From an optimization exercise on the open Yosys and OpenROAD flow, aimed at small area, a short achievable clock period and few clock cycles per item; shortcuts taken in it are not production practice. At most, simulation tests tie the RTL to the original design; equivalence was not proved. Power and IR drop assume default switching activity.

## garnet
==> flow/design.v (excerpt) <==
module circle_mask_rect_generator_unit (
  input  logic         clk,
  input  logic         rst_n,
  input  logic         in_valid,
  output logic         in_ready,
  input  logic [7:0]   in_row,
  output logic         out_valid,
  input  logic         out_ready,
  output logic [8:0]   out_x_left,
  output logic [7:0]   out_y_top,
  output logic [8:0]   out_x_right,
  output logic [7:0]   out_y_bottom,
  output logic         out_last_of_batch,
  input  logic         cfg_valid,
  output logic         cfg_ready,
  input  logic [1:0]   cfg_index,
  input  logic [13:0]  cfg_data
);
  logic signed [13:0] cx_r, cy_r;
  logic [11:0]        rad_r;
  logic [7:0] top_r, bot_r;
  logic       act_r, closed_r, open_r, band_r, wr_d;
  logic       r0_v;
  logic [7:0] y_r;
  logic       f_is0, f_inb, f_last, f_band, f_stale;
  logic       f_same, f_nxt;      
  logic       bdone_r, rph_r, have_r;
  logic               tv_r, dm_r;
  logic [7:0]         ty_r;
  ...
Size: about 310 flip-flops, ~23000 sq um of cells after synthesis.
export LEC_CHECK = 0
export CAP_MARGIN = 20
export CORE_MARGIN = 2
export CORE_UTILIZATION = 40
export PLACE_DENSITY = 0.8
export SETUP_SLACK_MARGIN = 3.5
export SLEW_MARGIN = 20
create_clock -name core_clock -period 8.0 [get_ports {clk}]
run.sh (not shown) runs the stock make flow with config.mk's settings and CLKGATE_MAP_FILE= SYNTH_SCRIPT=/design/flow/synth_recipe.tcl, a recipe that flattens the netlist after the stock synthesis.
Testbench counts of garnet, summed over its fixed seeds: cycles 18,297, rows 11,528.
--- input diff garnet..zinc ---
diff --git a/flow/config.mk b/flow/config.mk
--- a/flow/config.mk
+++ b/flow/config.mk
@@ -10,4 +10,2 @@
 export CORE_UTILIZATION = 40
-export PLACE_DENSITY = 0.8
-export SETUP_SLACK_MARGIN = 3.5
 export SLEW_MARGIN = 20
Findings:
Of zinc and garnet, garnet shows the higher final area, with zinc below it. zinc vs garnet, worst setup path startpoint: out_ready vs cx_r[2]. | layout overhead on the synthesized area | higher: garnet |. Per the comparison of zinc with garnet, switching share of power fell by 0.27 points; overall power consumption moved up; combinational power moved down. Compared with garnet, zinc shows a cell leakage power that is about 6% lower. From garnet to zinc the numbers moved as follows: core utilization of the finished layout has decreased, number of signal-net buffers in the layout has decreased, worst-case setup slack after placement has decreased, minimum clock period has increased, clock power share has increased.
What maple does differently from zinc at the input level:
diff --git a/flow/config.mk b/flow/config.mk
--- a/flow/config.mk
+++ b/flow/config.mk
@@ -10,2 +10,3 @@
 export CORE_UTILIZATION = 40
+export SETUP_SLACK_MARGIN = 3.0
 export SLEW_MARGIN = 20
Results
- Summary of maple over zinc: count of clock-buffer cells in the layout moved down; standard cell core area held; switching fraction of total power shows no meaningful change.
- maple gives less number of filler instances in the final layout than zinc did.
- Detailed-route wire length came out higher on maple than on zinc.
- zinc -> maple: clock insertion delay at the later pin of the skew report flat
- Of the two candidates, zinc has the better maximum VDD drop and maple the worse one.
- Compared maple vs zinc, and met2 routed wirelength is up in maple.
- Power: maple and zinc compared, lower one is zinc
- Min combinational group share of total power across maple and zinc: zinc
- maple has clock group share of total power below what zinc had.

* * *

Setup of v9:
Another version of the RTL of circle_mask_rect_generator_unit (not shown whole).
Size: ~3000 cells after synthesis, about 67 I/O pins, ~25000 um^2 of cells after synthesis.
Settings: LEC_CHECK=0, CAP_MARGIN=20, CORE_MARGIN=2, CORE_UTILIZATION=40, SETUP_SLACK_MARGIN=3, SLEW_MARGIN=20; clock period 8.0 ns.
Input changes introduced in v21 (baseline for comparison: v9):
- putting ABC_CLOCK_PERIOD_IN_PS at 4000 where nothing was set
Findings:
v21 has completed all stages; timing, DRC and antenna checks passed. As far as power consumption goes, v21 and v9 are indistinguishable; the numbers are identical. v9 -> v21: number of flops mapped to enable cells by yosys delta 0, exact match. Comparing v21 against v9, there is no change at all in total of clock buffers placed in the layout. Fraction of area in multi-input gates came out exactly the same in v9 and v21.
No run of this note included a check of the RTL's function; only the layout flow was run.

-- separate check: timing with driven ports --
How much do the figures lean on ideal ports? The routed layouts below were timed once more, with nothing changed but the port constraints. Step 1 assumes that a clkbuf_16 drives the clock port and a buf_2 every other input. Step 2 also shifts input and output timing later by t, the mid clock arrival at the registers, as if the neighbouring blocks saw the same clock. Slacks: ideal ports / drivers / drivers and shift; pairs: ideal ports / drivers.
run | t, ns | setup WS [ns] | worst slew at a driven data input, ns | pins driven straight from the clock port
garnet | 0.603 | 3.166 / 3.162 / 2.558 | 0.07 | 1
zinc | 0.611 | 1.736 / 1.769 / 1.157 | 0.07 | 1
maple | 0.612 | 3.086 / 3.065 / 2.480 | 0.06 | 1
v9 | 0.616 | 1.468 / 1.468 / 1.468 | 0.06 | 1
v21 | 0.616 | 1.468 / 1.468 / 1.468 | 0.06 | 1
After both steps every run listed still meets setup and hold. The setup slack of garnet, which loses most, moves by -0.004 ns with the drivers and by -0.608 ns with both steps.
